Source: an optimization exercise on an open RTL-to-GDS flow (aim: small area and a short achievable clock period). Production flows keep margins and buffers that such runs may drop. Only simulation tests tie the RTL to the original design; equivalence was not proved. Power is estimated from default activity; no workload was simulated.

==> flow/design.v <==
module dmem_256x8 (
  input  logic       clk,
  input  logic       reset,
  input  logic [7:0] data_a,
  input  logic       mem_read,
  input  logic       mem_write,
  input  logic [7:0] data_b,
  output logic [7:0] data_out
);
  logic [7:0]  mem_core [0:255];
  logic [15:0] valid;
  logic [15:0] hi, lo;
  always_comb begin
    for (int j = 0; j < 16; j++) begin
      hi[j] = (data_a[7:4] == 4'(j));
      lo[j] = (data_a[3:0] == 4'(j));
    end
  end
  logic [7:0] wbus [0:15];
  always_comb begin
    for (int p = 0; p < 16; p++)
      wbus[p] = lo[p] ? data_b : 8'h00;
  end
  logic [255:0] we;
  always_comb begin
    for (int i = 0; i < 256; i++)
      we[i] = mem_write & hi[i / 16] & (lo[i % 16] | ~valid[i / 16]);
  end
  always_ff @(posedge clk) begin
    for (int i = 0; i < 256; i++)
      if (we[i]) mem_core[i] <= wbus[i % 16];
  end
  always_ff @(posedge clk or negedge reset) begin
    if (!reset)
      valid <= '0;
    else if (mem_write)
      valid <= valid | hi;
  end
  logic [7:0]  a_n;
  logic [3:0]  pa, pb, pc, pd;
  logic [15:0] lo_n, hv_n, vr;
  logic [255:0] rwl;
  for (genvar k = 0; k < 8; k++) begin : g_inv
    dmem_inv u (.a(data_a[k]), .y(a_n[k]));
  end
  for (genvar q = 0; q < 4; q++) begin : g_pair
    dmem_nor2 u_a (.a(q[0] ? a_n[0] : data_a[0]), .b(q[1] ? a_n[1] : data_a[1]), .y(pa[q]));
    dmem_nor2 u_b (.a(q[0] ? a_n[2] : data_a[2]), .b(q[1] ? a_n[3] : data_a[3]), .y(pb[q]));
    dmem_nor2 u_c (.a(q[0] ? a_n[4] : data_a[4]), .b(q[1] ? a_n[5] : data_a[5]), .y(pc[q]));
    dmem_nor2 u_d (.a(q[0] ? a_n[6] : data_a[6]), .b(q[1] ? a_n[7] : data_a[7]), .y(pd[q]));
  end
  always_comb begin
    for (int j = 0; j < 16; j++) vr[j] = valid[j] & mem_read;
  end
  for (genvar j = 0; j < 16; j++) begin : g_pre
    dmem_nand2 u_lo (.a(pa[j % 4]), .b(pb[j / 4]), .y(lo_n[j]));
    dmem_nand3 u_hv (.a(pc[j % 4]), .b(pd[j / 4]), .c(vr[j]), .y(hv_n[j]));
  end
  for (genvar i = 0; i < 256; i++) begin : g_rwl
    dmem_nor2 u (.a(hv_n[i / 16]), .b(lo_n[i % 16]), .y(rwl[i]));
  end
  logic [7:0] rd_word;
  always_comb begin
    rd_word = '0;
    for (int i = 0; i < 256; i++)
      rd_word = rd_word | ({8{rwl[i]}} & mem_core[i]);
  end
  assign data_out = rd_word;
endmodule
module dmem_inv (
  input  logic a,
  output logic y
);
  assign y = ~a;
endmodule
module dmem_nand2 (
  input  logic a,
  input  logic b,
  output logic y
);
  assign y = ~(a & b);
endmodule
module dmem_nand3 (
  input  logic a,
  input  logic b,
  input  logic c,
  output logic y
);
  assign y = ~(a & b & c);
endmodule
module dmem_nor2 (
  input  logic a,
  input  logic b,
  output logic y
);
  assign y = ~(a | b);
endmodule
export LEC_CHECK = 0
export ABC_AREA = 1
export CAP_MARGIN = 20
export CORE_MARGIN = 2
export CORE_UTILIZATION = 75
export CTS_BUF_LIST = sky130_fd_sc_hd__clkbuf_16
export CTS_CLUSTER_DIAMETER = 100
export CTS_CLUSTER_SIZE = 26
export SETUP_SLACK_MARGIN = 5
export SLEW_MARGIN = 20
create_clock -name core_clock -period 12.0 [get_ports {clk}]
standard.sh (not shown) runs the stock make flow with config.mk's settings and CLKGATE_MAP_FILE= SYNTH_SCRIPT=/design/flow/synth_recipe.tcl, a recipe that flattens the netlist after the stock synthesis.
==> flow/flow/run.sh <==
#!/bin/bash
set -euo pipefail
export SYNTH_KEEP_MODULES="dmem_inv dmem_nand2 dmem_nand3 dmem_nor2"
export CTS_ARGS="-sink_clustering_enable -repair_clock_nets -dont_use_dummy_load -sink_clustering_size 26 -sink_clustering_max_diameter 100 -buf_list sky130_fd_sc_hd__clkbuf_16"
bash standard.sh synth > synth.log 2>&1
bash standard.sh > layout.log 2>&1
==> next run, changes <==
==> flow/flow/run.sh (replaced) <==
#!/bin/bash
set -euo pipefail
export SYNTH_KEEP_MODULES="dmem_inv dmem_nand2 dmem_nand3 dmem_nor2"
export REMOVE_ABC_BUFFERS=1
export CTS_ARGS="-sink_clustering_enable -repair_clock_nets -dont_use_dummy_load -sink_clustering_size 20 -sink_clustering_max_diameter 80 -buf_list sky130_fd_sc_hd__clkbuf_16"
bash standard.sh synth > synth.log 2>&1
bash standard.sh > layout.log 2>&1
CORE_UTILIZATION = 65   (was 75)
CTS_BUF_LIST = unset   (was sky130_fd_sc_hd__clkbuf_16)
CTS_CLUSTER_DIAMETER = unset   (was 100)
CTS_CLUSTER_SIZE = unset   (was 26)
The new run finished clean.
Total power goes up by 3.5%.
Wire length goes down by 1.5%.
Critical path depth goes up by 2.
Setup slack improves by 0.15 ns.
Via count goes down by 5.8%.
Area after synthesis stays the same.
Hold slack degrades by 0.075 ns.
Clock skew goes up by 0.0085 ns.
Clock power goes up by 12%.
Core utilization goes down by 12 points.
==> next run, changes <==
==> flow/flow/run.sh (replaced) <==
#!/bin/bash
set -euo pipefail
export SYNTH_KEEP_MODULES="dmem_inv dmem_nand2 dmem_nand3 dmem_nor2"
bash standard.sh synth > synth.log 2>&1
bash standard.sh > layout.log 2>&1
CTS_BUF_LIST = sky130_fd_sc_hd__clkbuf_16   (was unset)
CTS_CLUSTER_DIAMETER = 80   (was unset)
CTS_CLUSTER_SIZE = 20   (was unset)
Result:
- sequential power barely changes
- cell area goes up by 1.2%
- via count went up by 0.88%
- register-to-register slack gains 0.17 ns
- clock-buffer cell count went up by 3
- final cell count grows by 0.96%
- routed wire length went up by 3.2%
- non-clock buffer count rises by 57
- setup slack got worse by 0.054 ns
- total power went up by 1.5%
==> next run, changes <==
--- a/flow/flow/run.sh
+++ b/flow/flow/run.sh
@@ -3,0 +4,2 @@
+export REMOVE_ABC_BUFFERS=1
+export CTS_ARGS="-sink_clustering_enable -repair_clock_nets -dont_use_dummy_load -sink_clustering_size 26 -sink_clustering_max_diameter 100 -buf_list sky130_fd_sc_hd__clkbuf_16"
CTS_BUF_LIST = unset   (was sky130_fd_sc_hd__clkbuf_16)
CTS_CLUSTER_DIAMETER = unset   (was 80)
CTS_CLUSTER_SIZE = unset   (was 20)
Result:
- count of clock-buffer cells in the layout fell by 28
- worst setup slack is better by 0.0059 ns
- final cell count fell slightly
- sequential power hardly moves

==> re-timing with driven ports <==
Ports are ideal in the flow. The routed layouts listed here were re-timed in OpenROAD. Step 1: set_driving_cell puts a clkbuf_16 on clk and a buf_2 on each other input, an assumption about the parent block. Step 2, shift: input delay + t, output delay - t, t = (earliest + latest rising clock arrival at the registers) / 2. This alone moves slack from input paths to output paths. Slacks: ideal / step 1 / step 2; pairs: ideal / step 1.
| run | t (ns) | setup slack, ns | worst data-port slew with drivers (ns) |
|---|---|---|---|
| the first run | 0.792 | 4.793 / 4.679 / 4.679 | 0.23 |
| the second run | 0.837 | 4.944 / 4.802 / 4.802 | 0.23 |
| the third run | 0.845 | 4.890 / 4.719 / 4.719 | 0.22 |
| the fourth run | 0.799 | 4.896 / 4.778 / 4.778 | 0.24 |
After both steps setup and hold are still met in every run listed. The setup slack of the third run, which loses most, moves by -0.171 ns with the drivers and by -0.171 ns with both steps.
